From an optimization exercise on the open Yosys and OpenROAD flow, aimed at small area; shortcuts taken in it are not production practice. The RTL was checked by simulation tests, not by an equivalence proof against the original design. Power figures rest on the tool's default switching activity, not on a simulated workload.

[flow/run.sh]
#!/bin/bash
# Own layout flow: the standard flow (standard.sh) with two knobs ORFS
# reads from the environment:
#  - port buffers use the smallest buffer cell instead of the default pick;
#  - clock tree: larger sink clusters and no dummy loads.
# Every input and output port is still buffered, and the clock tree is built
# by TritonCTS as usual. make's full output goes to flow_make.log here; each
# ORFS step also keeps its own log under orfs/logs/.
set -euo pipefail
export BUFFER_PORTS_ARGS="-buffer_cell sky130_fd_sc_hd__buf_1"
export CTS_ARGS="-sink_clustering_enable -repair_clock_nets -sink_clustering_size 24 -sink_clustering_max_diameter 120 -dont_use_dummy_load"
bash standard.sh > flow_make.log 2>&1
[design.v]
package isa_pkg;
    localparam logic [5:0] OP_SPECIAL = 6'h00;
    localparam int OPCODE_MSB = 31;
    localparam int OPCODE_LSB = 26;
    localparam int RS_MSB     = 25;
    localparam int RS_LSB     = 21;
    localparam int RT_MSB     = 20;
    localparam int RT_LSB     = 16;
    localparam int RD_MSB     = 15;
    localparam int RD_LSB     = 11;
    localparam int SHAMT_MSB  = 10;
    localparam int SHAMT_LSB  = 6;
    localparam int IMM_MSB    = 15;    
    localparam int IMM_LSB    = 0;
    localparam int FUNCT_MSB  = 5;
    localparam int FUNCT_LSB  = 0;
endpackage
package core_pkg;
    localparam logic [3:0] F_SLL = 4'b0000;
    localparam logic [4:0] LUI_SHAMT = 5'd16;
endpackage
import isa_pkg::*;
import core_pkg::*;
module inst_decoder (
    input  logic [32-1:0]   inst_i,
    output logic                      legal_o,
    output logic                      special_o,    
    output logic                      a_shamt_o,    
    output logic [5-1:0]  shamt_o,      
    output logic [32-1:0]     imm_o,        
    output logic                      shift_o,
    output logic [3:0]                f_o,          
    output logic [5-1:0]  dst_o
);
    logic [5:0] opcode;
    logic [5:0] funct;
    logic       lui;
    assign opcode    = inst_i[OPCODE_MSB:OPCODE_LSB];
    assign funct     = inst_i[FUNCT_MSB:FUNCT_LSB];
    assign special_o = (opcode == OP_SPECIAL);
    always_comb begin
        if (special_o) begin
            case (funct)
                6'h00, 6'h02, 6'h03, 6'h04, 6'h06, 6'h07,
                6'h21, 6'h23, 6'h24, 6'h25, 6'h26, 6'h27,
                6'h2a, 6'h2b: legal_o = 1'b1;
                default:      legal_o = 1'b0;
            endcase
        end else begin
            legal_o = (opcode[5:3] == 3'b001) && (opcode[2:0] != 3'b000);
        end
    end
    assign lui       = ~special_o & (opcode[2:0] == 3'b111);
    assign shift_o   = (special_o & ~funct[5]) | lui;
    assign a_shamt_o = (special_o & ~funct[5] & ~funct[2]) | lui;
    assign shamt_o   = lui ? LUI_SHAMT : inst_i[SHAMT_MSB:SHAMT_LSB];
    assign f_o       = special_o ? funct[3:0] : (lui ? F_SLL : opcode[3:0]);
    assign dst_o     = special_o ? inst_i[RD_MSB:RD_LSB] : inst_i[RT_MSB:RT_LSB];
    assign imm_o = {{16{~opcode[2] & inst_i[IMM_MSB]}}, inst_i[IMM_MSB:IMM_LSB]};
endmodule
module reg_file (
    input  logic                      clk,
    input  logic                      rst,
    input  logic                      a_ext_i,      
    input  logic                      a_reg_i,      
    input  logic [5-1:0]  a_addr_i,
    input  logic [5-1:0]  a_ext_data_i,
    output logic [32-1:0]     a_data_o,
    input  logic                      b_ext_i,      
    input  logic                      b_reg_i,      
    input  logic [5-1:0]  b_addr_i,
    input  logic [32-1:0]     b_ext_data_i,
    output logic [32-1:0]     b_data_o,
    input  logic                      we_i,
    input  logic [5-1:0]  waddr_i,
    input  logic [32-1:0]     wdata_i
);
    localparam int NR = 32;
    localparam int W  = 32;
    logic [NR-1:1][W-1:0] regs;
    logic [NR-1:1]        a_sel;
    logic [NR-1:1]        b_sel;
    logic [NR-1:1]        w_en;
    always_comb begin
        for (int i = 1; i < NR; i++) begin
            a_sel[i] = a_reg_i && (a_addr_i == i);
            b_sel[i] = b_reg_i && (b_addr_i == i);
            w_en[i]  = rst || (we_i && (waddr_i == i));
        end
    end
    for (genvar i = 1; i < NR; i++) begin : g_reg
        always_ff @(posedge clk) begin
            if (w_en[i]) regs[i] <= wdata_i;
        end
    end
    for (genvar k = 0; k < W; k++) begin : g_rd
        logic [NR-1:1] col;
        for (genvar i = 1; i < NR; i++) begin : g_col
            assign col[i] = regs[i][k];
        end
        if (k < 5) begin : g_a_ext
            rf_rd_bit #(.N(NR)) u_a (
                .sel_i ({a_sel, a_ext_i}),
                .d_i   ({col, a_ext_data_i[k]}),
                .y_o   (a_data_o[k])
            );
        end else begin : g_a
            rf_rd_bit #(.N(NR-1)) u_a (
                .sel_i (a_sel),
                .d_i   (col),
                .y_o   (a_data_o[k])
            );
        end
        rf_rd_bit #(.N(NR)) u_b (
            .sel_i ({b_sel, b_ext_i}),
            .d_i   ({col, b_ext_data_i[k]}),
            .y_o   (b_data_o[k])
        );
    end
endmodule
module rf_rd_bit #(
    parameter int N = 32
) (
    input  logic [N-1:0] sel_i,
    input  logic [N-1:0] d_i,
    output logic         y_o
);
    localparam int NG = (N + 2) / 3;
    logic [NG-1:0] grp_n;
    for (genvar g = 0; g < NG; g++) begin : g_grp
        if (3 * g + 2 < N) begin : g_3
            rf_aoi222 u_aoi (
                .a_i (sel_i[3*g+2:3*g]),
                .b_i (d_i[3*g+2:3*g]),
                .y_o (grp_n[g])
            );
        end else begin : g_rest
            assign grp_n[g] = ~|(sel_i[N-1:3*g] & d_i[N-1:3*g]);
        end
    end
    assign y_o = ~&grp_n;
endmodule
module rf_aoi222 (
    input  logic [2:0] a_i,
    input  logic [2:0] b_i,
    output logic       y_o
);
    assign y_o = ~|(a_i & b_i);
endmodule
module alu_exec (
    input  logic [32-1:0]     a_i,
    input  logic [32-1:0]     b_i,
    input  logic                      shift_i,
    input  logic [3:0]                f_i,
    input  logic                      kill_i,
    output logic [32-1:0]     res_o
);
    localparam int W = 32;
    logic                     sub;
    logic                     slt;
    logic                     sel_add;
    logic                     sel_slt;
    logic                     sel_logic;
    logic                     sel_shl;
    logic                     sel_shr;
    logic [W-1:0]             g;
    logic [W-1:0]             p;
    logic [W:0]               c;
    logic [W-1:0]             sum;
    logic                     lt;
    logic                     sel_g;
    logic                     sel_p;
    logic                     sel_nor;
    logic [W-1:0]             res_r;
    logic [W-1:0]             y;
    assign sub       = f_i[1] & ~f_i[2];
    assign slt       = f_i[3] & ~f_i[2] & f_i[1];
    assign sel_shl   = ~kill_i & shift_i & ~f_i[1];
    assign sel_shr   = ~kill_i & shift_i & f_i[1];
    assign sel_logic = ~kill_i & ~shift_i & f_i[2];
    assign sel_slt   = ~kill_i & ~shift_i & slt;
    assign sel_add   = ~kill_i & ~shift_i & ~f_i[2] & ~slt;
    alu_pg u_pg (
        .a_i   (a_i),
        .b_i   (b_i),
        .sub_i (sub),
        .g_o   (g),
        .p_o   (p)
    );
    alu_carry u_carry (
        .g_i  (g),
        .p_i  (p),
        .ci_i (sub),
        .c_o  (c)
    );
    assign sum = p ^ c[W-1:0];
    assign lt  = f_i[0] ? ~c[W] :
                 (a_i[W-1] ^ b_i[W-1]) ? a_i[W-1] : sum[W-1];
    alu_shift u_shift (
        .d_i    (b_i),
        .amt_i  (a_i[5-1:0]),
        .left_i (sel_shl),
        .fill_i (f_i[0] & b_i[W-1]),
        .y_o    (y)
    );
    assign sel_g   = sel_logic & ~f_i[1];                  
    assign sel_p   = sel_logic & (f_i[1:0] != 2'b00) & (f_i[1:0] != 2'b11);   
    assign sel_nor = sel_logic & (f_i[1:0] == 2'b11);
    assign res_o = res_r | {{(W-1){1'b0}}, sel_slt & lt};
    for (genvar i = 0; i < W; i++) begin : g_res
        alu_res_bit u_res (
            .sel_sum_i (sel_add),
            .sum_i     (sum[i]),
            .sel_g_i   (sel_g),
            .g_i       (g[i]),
            .sel_p_i   (sel_p),
            .p_i       (p[i]),
            .sel_nor_i (sel_nor),
            .sel_shr_i (sel_shr),
            .shr_i     (y[i]),
            .sel_shl_i (sel_shl),
            .shl_i     (y[W-1-i]),
            .res_o     (res_r[i])
        );
    end
endmodule
module alu_pg (
    input  logic [32-1:0] a_i,
    input  logic [32-1:0] b_i,
    input  logic                  sub_i,
    output logic [32-1:0] g_o,
    output logic [32-1:0] p_o
);
    logic [32-1:0] bx;
    assign bx  = b_i ^ {32{sub_i}};
    assign g_o = a_i & bx;
    assign p_o = a_i ^ bx;
endmodule
module alu_carry (
    input  logic [32-1:0] g_i,
    input  logic [32-1:0] p_i,
    input  logic                  ci_i,
    output logic [32:0]   c_o
);
    localparam int W = 32;
    always_comb begin
        logic [W:0] gg;
        logic [W:0] pp;
        gg = {g_i, ci_i};
        pp = {p_i, 1'b0};
        for (int l = 0; (2 << l) <= W + 1; l++) begin
            for (int i = (2 << l) - 1; i <= W; i += (2 << l)) begin
                gg[i] = gg[i] | (pp[i] & gg[i - (1 << l)]);
                pp[i] = pp[i] & pp[i - (1 << l)];
            end
        end
        for (int l = 4; l >= 0; l--) begin
            for (int i = 3 * (1 << l) - 1; i <= W; i += (2 << l)) begin
                gg[i] = gg[i] | (pp[i] & gg[i - (1 << l)]);
                pp[i] = pp[i] & pp[i - (1 << l)];
            end
        end
        c_o = gg;
    end
endmodule
module alu_shift (
    input  logic [32-1:0]     d_i,
    input  logic [5-1:0]  amt_i,
    input  logic                      left_i,
    input  logic                      fill_i,
    output logic [32-1:0]     y_o
);
    localparam int W = 32;
    localparam int S = 5;
    logic [W-1:0] lvl [S+1];
    for (genvar i = 0; i < W; i++) begin : g_in
        alu_mux2i u_m (.a0_i(d_i[i]), .a1_i(d_i[W-1-i]), .s_i(left_i), .y_o(lvl[0][i]));
    end
    for (genvar s = 0; s < S; s++) begin : g_stage
        logic fill;
        assign fill = (s % 2 == 0) ? ~fill_i : fill_i;
        for (genvar i = 0; i < W; i++) begin : g_bit
            if (i + (1 << s) < W) begin : g_mid
                alu_mux2i u_m (.a0_i(lvl[s][i]), .a1_i(lvl[s][i + (1 << s)]), .s_i(amt_i[s]), .y_o(lvl[s+1][i]));
            end else begin : g_top
                alu_mux2i u_m (.a0_i(lvl[s][i]), .a1_i(fill), .s_i(amt_i[s]), .y_o(lvl[s+1][i]));
            end
        end
    end
    assign y_o = lvl[S];
endmodule
module alu_mux2i (
    input  logic a0_i,
    input  logic a1_i,
    input  logic s_i,
    output logic y_o
);
    assign y_o = ~(s_i ? a1_i : a0_i);
endmodule
module alu_res_bit (
    input  logic sel_sum_i,
    input  logic sum_i,
    input  logic sel_g_i,
    input  logic g_i,
    input  logic sel_p_i,
    input  logic p_i,
    input  logic sel_nor_i,
    input  logic sel_shr_i,
    input  logic shr_i,
    input  logic sel_shl_i,
    input  logic shl_i,
    output logic res_o
);
    logic n1;
    logic n2;
    logic nor_gp;
    assign nor_gp = ~(g_i | p_i);
    rf_aoi222 u_a1 (.a_i({sel_sum_i, sel_g_i, sel_p_i}), .b_i({sum_i, g_i, p_i}),       .y_o(n1));
    rf_aoi222 u_a2 (.a_i({sel_nor_i, sel_shr_i, sel_shl_i}), .b_i({nor_gp, shr_i, shl_i}), .y_o(n2));
    assign res_o = ~(n1 & n2);
endmodule
import isa_pkg::*;
module int_core (
    input  logic                      clk,
    input  logic                      rst,
    input  logic                      inst_valid_i,
    input  logic [32-1:0]   inst_data_i,
    output logic                      wb_valid_o,
    output logic [5-1:0]  wb_addr_o,
    output logic [32-1:0]     wb_data_o,
    output logic                      illegal_o
);
    logic                      legal;
    logic                      special;
    logic                      a_shamt;
    logic [5-1:0]  shamt;
    logic [32-1:0]     imm;
    logic                      shift;
    logic [3:0]                f;
    logic [5-1:0]  dst;
    logic [5-1:0]  rs;
    logic [5-1:0]  rt;
    logic [32-1:0]     rf_a;
    logic [32-1:0]     rf_b;
    logic                      fwd_a;
    logic                      fwd_b;
    logic [32-1:0]     a_in;
    logic [32-1:0]     b_in;
    logic                      ex_wb;
    logic                      ex_ill;
    logic                      ex_shift;
    logic [3:0]                ex_f;
    logic [5-1:0]  ex_dst;
    logic [32-1:0]     ex_a;
    logic [32-1:0]     ex_b;
    logic [32-1:0]     res;
    assign rs = inst_data_i[RS_MSB:RS_LSB];
    assign rt = inst_data_i[RT_MSB:RT_LSB];
    inst_decoder u_dec (
        .inst_i    (inst_data_i),
        .legal_o   (legal),
        .special_o (special),
        .a_shamt_o (a_shamt),
        .shamt_o   (shamt),
        .imm_o     (imm),
        .shift_o   (shift),
        .f_o       (f),
        .dst_o     (dst)
    );
    reg_file u_rf (
        .clk          (clk),
        .rst          (rst),
        .a_ext_i      (a_shamt),
        .a_reg_i      (!a_shamt && !fwd_a),
        .a_addr_i     (rs),
        .a_ext_data_i (shamt),
        .a_data_o     (rf_a),
        .b_ext_i      (!special),
        .b_reg_i      (special && !fwd_b),
        .b_addr_i     (rt),
        .b_ext_data_i (imm),
        .b_data_o     (rf_b),
        .we_i         (ex_wb),
        .waddr_i      (ex_dst),
        .wdata_i      (res)
    );
    assign fwd_a = ex_wb && !a_shamt && (rs == ex_dst);
    assign fwd_b = ex_wb && special && (rt == ex_dst);
    op_merge u_merge_a (.rf_i(rf_a), .fwd_i(fwd_a), .res_i(res), .op_o(a_in));
    op_merge u_merge_b (.rf_i(rf_b), .fwd_i(fwd_b), .res_i(res), .op_o(b_in));
    always_ff @(posedge clk) begin
        ex_wb    <= inst_valid_i && !rst && legal && (dst != '0);
        ex_ill   <= inst_valid_i && !rst && !legal;
        ex_shift <= shift;
        ex_f     <= f;
        ex_dst   <= dst;
        ex_a     <= a_in;
        ex_b     <= b_in;
    end
    alu_exec u_exec (
        .a_i     (ex_a),
        .b_i     (ex_b),
        .shift_i (ex_shift),
        .f_i     (ex_f),
        .kill_i  (rst),
        .res_o   (res)
    );
    always_ff @(posedge clk) begin
        wb_valid_o <= ex_wb && !rst;
        illegal_o  <= ex_ill && !rst;
        wb_addr_o  <= ex_dst;
        wb_data_o  <= res;
    end
endmodule
module op_merge (
    input  logic [32-1:0] rf_i,
    input  logic                  fwd_i,
    input  logic [32-1:0] res_i,
    output logic [32-1:0] op_o
);
    assign op_o = rf_i | ({32{fwd_i}} & res_i);
endmodule
[constraint.sdc]
create_clock -name core_clock -period 5.5 [get_ports {clk}]
set_input_delay 1.1000 -clock core_clock [delete_from_list [all_inputs] [get_ports {clk}]]
set_output_delay 1.1000 -clock core_clock [all_outputs]
set_load 0.01 [all_outputs]
[config.mk]
export PLATFORM = sky130hd
export DESIGN_NAME = int_core
export DESIGN_NICKNAME = int_core
export VERILOG_FILES = /design/flow/design.v
export SDC_FILE = /design/flow/constraint.sdc
export NUM_CORES = 4
export LEC_CHECK = 0
export CAP_MARGIN = 20
export CORE_MARGIN = 2
export CORE_UTILIZATION = 45
export SLEW_MARGIN = 20
export SYNTH_HIERARCHICAL = 1
[standard.sh]
#!/bin/bash
# synth_recipe.tcl (not shown) runs the flow's synth.tcl, then flattens the netlist and writes it again
# the make line also repeats each setting of config.mk as NAME=value (left out here)
make -C /OpenROAD-flow-scripts/flow DESIGN_CONFIG=/design/flow/config.mk WORK_HOME=/design/flow/orfs CLKGATE_MAP_FILE= SYNTH_SCRIPT=/design/flow/synth_recipe.tcl "${@:-finish}"
==> run notes, run 1 <==
Tcrit/Tclk final 93.7%; Worst path slowest cell nor2_4; clock buffer depth 3; Fmax achieved 194 MHz; final net count 3221; post-synth top area cell edfxtp_1; 1st-pass router iterations 19; CP delay by family, top simple AND/OR/NAND/NOR gates; DP Worst Slack 0.0782 ns; # IOs 74; PwrDens 382 mW/mm^2; Reg2Reg Depth 10; CP Cell Sequence buf_1 -> nor4_4 -> nand2_2 -> inv_4 -> nand2_1 -> a2111oi_4 -> a31oi_1 -> nand4b_1 -> nor2_4 -> buf_4 -> a222oi_1 -> nand4_1 -> or4_4 -> a21o_1; GRT Total Usage 38.2%; Worst Hold Depth 1; Die H 329 um; post-CTS sizing 0; top cell type's share of synthesized area 62.6%; Critical Path Max Stage Delay 1.08 ns; most frequent cell after synthesis edfxtp_1; CTS tree done; area of the multi-input gates 0.0155 mm^2; Most used DFF post-synth edfxtp_1; count of cell types in the netlist 67; H-tree depth 2; met1 WL 71500 um; maximum net fanout on the critical path 21; die width 329 um; IO Port Bufs 73; CP arrival 5.72 ns; total core area 0.105 mm^2; fin crit period 5.15 ns; worst skew pair latency 0.68 ns; number of global-route vias before repair 35.3k; synth-to-layout area growth 10.4%; Filler cells 8776; number of remaining DRC errors 0; Worst Hold Class reg2reg; cts hold-fix bufs 0; Syn Inst Count 2941; Slew HR 13.8%; Num CTS Buffers 54; CP Depth 14; Root Buffer clkbuf_16; CP Class in2reg; HPWL after DPL 133000 um; Starting Density 45.3%; register area share after synthesis 67.4%; hold slack 0.452 ns; vias post-DR 37.9k; CTS sink count 1107; Syn Area/Cell 16.2 um^2; met2 WL 86900 um; FF/Latch Area 0.0321 mm^2; final setup fails 0; startpoint types input pin; gr ovfl total 0; mapped cell area 0.0476 mm^2; Final Hold Viols 0; die area 0.108 mm^2; RSZ-0062 raised after global routing no; row cnt 119; vias per cell 8.32; number of max-cap violations 0; Mapped Nets 3008; final total negative setup slack 0 ns; Highest Signal Layer met5; DR iter-0 viols 11.7k; Post-Route WL 214000 um; #FFs+latches synth 1107; largest net degree at the start of global routing 43; Routed wire per std cell 46.9 um; worst setup margin 0.346 ns; gpl congestion 1.01; Crit. End Element flop; Async SR Flop Fraction 0%; clock skew 0.0625 ns; post-route ant nets 0; DR WL met3 35900 um; VDD IR max 0.000262 V; Worst EP required 6.07 ns; Worst Path Buf+Inv 3; Post-CTS Setup Repair Bufs 0; Leakage Power 0.0184 uW; Final Max Tran Viols 0; Synth Warn # 12; CTS clock-pin slew for the worst setup and hold paths 0.10 ns; status no timing/DRC/antenna violations; Post-synth EDFFs 992; first-pass GRT wire length 285000 um; Worst Tran Pin Value 1.29 ns; dominant cells by area after synthesis edfxtp_1, a222oi_1, dfxtp_1; layout cells sized above 1 12.3%; most instantiated cells after synthesis edfxtp_1, a222oi_1, mux2i_1; initial antenna violation count 8
-- state kept, by name, summed over array words and instances (netlist names), 4 cells and up --
register / count
ex_b: 32
wb_data_o: 32
ex_dst: 5
ex_a: 32
ex_f: 4
wb_addr_o: 5
u_rf.regs: 992
-- Yosys stat by module, one instance, submodules excluded, excerpt --
module | cells | flops+latches | times used
alu_carry | 122 | 0 | 1
alu_mux2i | 1 | 0 | 192
alu_pg | 68 | 0 | 1
alu_res_bit | 2 | 0 | 32
alu_shift | 1 | 0 | 1
inst_decoder | 64 | 0 | 1
int_core | 146 | 115 | 1
reg_file | 1135 | 992 | 1
rf_aoi222 | 1 | 0 | 704
-- stage by stage --
step           utilization, %  area, um^2  total power (uW)  std cells
2_1_floorplan               -       47600             13900       2941
3_3_place_gp             48.6       51100             15600       4486
3_5_place_dp             48.6       51100             15700       4487
4_1_cts                  49.9       52400             19800       4541
5_1_grt                  50.0       52500             20500       4543
6_report                 50.0       52500             20100       4551
-- cell families after synthesis --
| kind of cell | synth area share (%) |
|---|---|
| compound gates | 18.9 |
| xor+xnor | 1.33 |
| fa+ha+maj | 0.841 |
| buf+inv | 1.52 |
| flops | 67.4 |
| mux | 4.19 |
| simple gates | 5.74 |
-- layer usage --
layer	vias up	GRT usage, %
li1	14100	-
met1	18500	48.5
met2	4266	54.1
met3	1045	14.1
met4	2	26.6
met5	-	0.348
-- report_power, final --
part / total [uW] / leakage [uW] / internal [uW] / switching, uW
clock network: 4330 / 0.000665 / 1750 / 2580
logic: 3480 / 0.00662 / 1000 / 2470
registers: 12300 / 0.0111 / 11200 / 1010
-- cell usage in the layout (no fill, tap or decap), drive strengths merged, types with 4 or more instances in the layout --
cell,n
ha,32
nor2b,10
xor2,66
dfxtp,115
edfxtp,992
nand4b,9
buf,241
nor2,122
diode,8
xnor2,6
a31oi,7
nor3,5
mux2,5
a222oi,705
o211ai,4
clkbuf,55
nand4,134
a22o,42
nand4bb,6
mux2i,192
nand2,118
o21ai,10
inv,17
a21o,97
and3,6
or2,4
a21oi,17
or4,37
nand3,4
a31o,5
and2,5
o21bai,17
nand2b,8
a2111o,27
-- cell type report --
cell class / instances / share of cell area (%)
diodes: 8 / 0.0381
well taps: 1391 / 3.31
clock buffers: 54 / 2.57
flip-flops and latches: 1107 / 61.1
multi-input cells: 1732 / 29.5
inverters: 17 / 0.126
repair buffers: 242 / 3.39
-- worst register-to-register path: stages (launching register included) --
cell,delay (ns)
dfxtp_1,0.62
nor2b_4,0.26
a2111oi_4,0.07
a31oi_1,1.00
nand4b_1,0.63
nor2_4,1.08
buf_4,0.48
a222oi_1,0.20
nand4_1,0.14
or4_4,0.12
a21o_1,0.08
-- path summary, 6_finish.rpt --
path                                      start        end  slack, ns
worst max-delay path            inst_data_i[28]    ex_b[8]       0.35
worst min-delay path                     ex_ill  illegal_o       0.45
worst min register to register           ex_ill  illegal_o       0.45
worst max register to register        ex_dst[3]    ex_b[8]       0.75
==> run 2: changes to the inputs <==
--- a/config.mk
+++ b/config.mk
@@ -10,2 +10,3 @@
 export CORE_UTILIZATION = 45
+export PLACE_DENSITY = 0.72
 export SLEW_MARGIN = 20
==> run 2 against run 1 <==
  * Utilization fell by 0.13 points
  * Register-to-register slack improved by 0.15 ns
  * Die area did not move
  * Sequential share of layout area rose by 0.16 points
  * Fmax rose by 3.2%
  * Clock skew rose by 0.0071 ns
  * Combinational power fell by 5.7%
  * Power fell by 1.3%
  * Sequential power barely moved
  * Final cell count fell by 0.13%
  * Critical path depth did not move
  * Largest power group unchanged
  * Highest routed layer unchanged
==> run notes, run 2 <==
Worst Hold Class reg2reg; GRT Total Usage 34.9%; largest net degree at the start of global routing 65; R2R Setup Slk 0.90 ns; most frequent cell after synthesis edfxtp_1; count of cell types in the netlist 67; Fmax achieved 200 MHz; Syn Inst Count 2941; CP Cell Sequence buf_1 -> nor4_4 -> nand2_2 -> inv_4 -> nand2_1 -> a2111oi_4 -> a31oi_1 -> nand4b_1 -> nor2_4 -> buf_4 -> a222oi_1 -> nand4_1 -> or4_4 -> a21o_1; #FFs+latches synth 1107; R2R Path End ex_b[1]; Synth Warn # 12; top cell type's share of synthesized area 62.6%; 1st-pass router iterations 15; number of global-route vias before repair 35.5k; die width 329 um; PwrDens 378 mW/mm^2; CTS sink count 1107; Starting Density 45.3%; Routed wire per std cell 43.0 um; Post-Route WL 196000 um; Leakage Power 0.0184 uW; RSZ-0062 raised after global routing no; gpl congestion 1.03; layout cells sized above 1 12.2%; Async SR Flop Fraction 0%; fin crit period 4.99 ns; clock skew 0.0695 ns; Worst Tran Pin Value 1.34 ns; post-CTS sizing 0; most instantiated cells after synthesis edfxtp_1, a222oi_1, mux2i_1; gr ovfl total 0; Pwr Total 19800 uW; Hold EP illegal_o; Worst Hold Depth 1; row cnt 119; XOR/XNOR Fraction of Synth Area 1.33%; Synth Area in Compound Gates 18.9%; post-synthesis adder-cell area fraction 0.841%; hold slack 0.438 ns; vias post-DR 37.7k; status no timing/DRC/antenna violations; Area after DPL 0.0510 mm^2; Hold Startpoint ex_ill; Worst EP required 6.11 ns; multiplexer area fraction after synthesis 4.19%; CTS tree done; Post-synth EDFFs 992; Root Buffer clkbuf_16; design area 0.0524 mm^2; Placed Cells 4485; post-route ant nets 0; register area share after synthesis 67.4%; dominant cells by area after synthesis edfxtp_1, a222oi_1, dfxtp_1; simple-gate share of the synthesized area 5.74%; cts hold-fix bufs 0; Final Hold Viols 0; RR Startpoint ex_dst[3]; # IOs 74; final total negative setup slack 0 ns; Post-CTS Setup Repair Bufs 0; final setup fails 0; maximum net fanout on the critical path 21; Worst path slowest cell nand4b_1; CTS clock-pin slew for the worst setup and hold paths 0.11 ns; final net count 3216; final non-filler cell total 4545; CP Depth 14; startpoint types input pin; largest family of logic cells by synthesized area compound AO/OA/AOI/OAI gates; Slew HR 10.5%; CP startpoint inst_data_i[26]; die area 0.108 mm^2; H-tree depth 2; clock buffer depth 3; first-pass GRT wire length 267000 um; number of max-cap violations 0; mapped cell area 0.0476 mm^2; Filler cells 8766; Crit. End Element flop; Worst Path Buf+Inv 3; Syn Area/Cell 16.2 um^2; synth-to-layout area growth 10.1%; number of remaining DRC errors 0; worst skew pair latency 0.70 ns; Most used DFF post-synth edfxtp_1; Mapped Nets 3008; IO Port Bufs 73; VDD IR max 0.000222 V; vias per cell 8.30; Critical Path Max Stage Delay 0.71 ns; Num CTS Buffers 53; max reg flops 992; initial antenna violation count 6; HPWL after DPL 119000 um; Final Max Tran Viols 0; post-synth top area cell edfxtp_1; commonest cells after routing, fill and taps aside edfxtp_1, a222oi_1, mux2i_1, buf_4, nand4_1; Die H 329 um; DR iter-0 viols 13.1k; largest reg by FF count u_rf.regs; CP arrival 5.61 ns; commonest non-fill, non-tap cell in the layout edfxtp_1; CP Class in2reg; CP delay by family, top simple AND/OR/NAND/NOR gates; Tcrit/Tclk final 90.8%; Reg2Reg Depth 10; total core area 0.105 mm^2
[run 2: kinds of logic (layout without fill, tap and decap cells)]
group	count (synthesis)	in the layout
fa+ha+maj	32	32
mux	197	197
simple gates	484	484
xor+xnor	72	72
flops	1107	1107
other cells	0	7
buf+inv	102	308
compound gates	947	947
[run 2: metal layers]
| layer | up-vias | global-route usage (%) | share of wire, % |
|---|---|---|---|
| met5 | - | 0.609 | 0.068 |
| met4 | 6 | 22.3 | 8.5 |
| met3 | 1081 | 16.7 | 20 |
| met2 | 4517 | 49.1 | 40 |
| met1 | 18000 | 42.8 | 32 |
| li1 | 14100 | - | - |
[run 2: per-stage QoR]
step | utilization (%) | worst slack (ns)
2_1_floorplan | - | 0.263
3_3_place_gp | 48.5 | 0.217
3_5_place_dp | 48.6 | 0.140
4_1_cts | 49.8 | 0.836
5_1_grt | 49.8 | 0.509
6_report | 49.8 | 0.506
[run 2: worst max path at each step]
stage | slack, ns | endpoint
floorplan | 0.26 | u_rf.regs[0]
global placement | 0.22 | ex_b[3]
detailed placement | 0.14 | ex_b[15]
CTS | 0.84 | ex_b[15]
global route | 0.51 | ex_b[15]
finish | 0.51 | ex_b[15]
[run 2: report_power, final]
group / switching (uW) / internal [uW] / total (uW)
registers: 1030 / 11200 / 12300
clock network: 2540 / 1720 / 4260
logic: 2280 / 999 / 3280
[run 2: area by class of cell]
| class | count | area, um^2 | area share, % |
|---|---|---|---|
| flip-flops and latches | 1107 | 32100 | 61.3 |
| multi-input cells | 1732 | 15500 | 29.5 |
| repair buffers | 238 | 1670 | 3.19 |
| clock buffers | 53 | 1330 | 2.53 |
| diodes | 7 | 17.5 | 0.0334 |
| inverters | 17 | 66.3 | 0.127 |
| well taps | 1391 | 1740 | 3.32 |
[run 2: Yosys stat by module, one instance, submodules excluded, a selection]
module,area (um^2),copies in the design
alu_mux2i,10.0,192
alu_pg,752,1
alu_res_bit,7.51,32
inst_decoder,503,1
int_core,2530,1
op_merge,277,2
rf_aoi222,10.0,704
[run 2: worst register-to-register path, cell delays in order (launching register included)]
cell       delay (ns)
dfxtp_1          0.62
nor2b_4          0.26
a2111oi_4        0.07
a31oi_1          0.76
nand4b_1         0.80
nor2_4           0.87
buf_4            0.54
a222oi_1         0.22
nand4_1          0.17
or4_4            0.13
a21o_1           0.07

-- afterwards: timing with drivers on the ports --
In the flow no input, the clock included, has a driving cell. The finished layouts below were timed again as built, in two steps.
Step 1 assumes that a clkbuf_16 drives the clock port and a buf_2 every other input.
Step 2 moves the port delays by t, midway between the first and last clock arrival at a register: inputs arrive t later, outputs are due t later. That takes back most of the time a late clock gives input paths.
Three values: no drivers, after step 1, after step 2; two values: the first two.
| run | t (ns) | setup WS [ns] | hold WS [ns] | worst setup path after step 2 | worst slew at a driven data input, ns |
|---|---|---|---|---|---|
| run 1 | 0.728 | 0.346 / 0.392 / -0.336 | 0.452 / 0.452 / 0.452 | input to register | 0.05 |
| run 2 | 0.743 | 0.506 / 0.547 / -0.196 | 0.438 / 0.438 / 0.438 | input to register | 0.04 |
With both steps, setup timing fails in run 1 and run 2, where it was met with ideal ports. For run 2, which loses most, drivers alone change the setup slack by +0.041 ns; drivers and shift together by -0.702 ns.
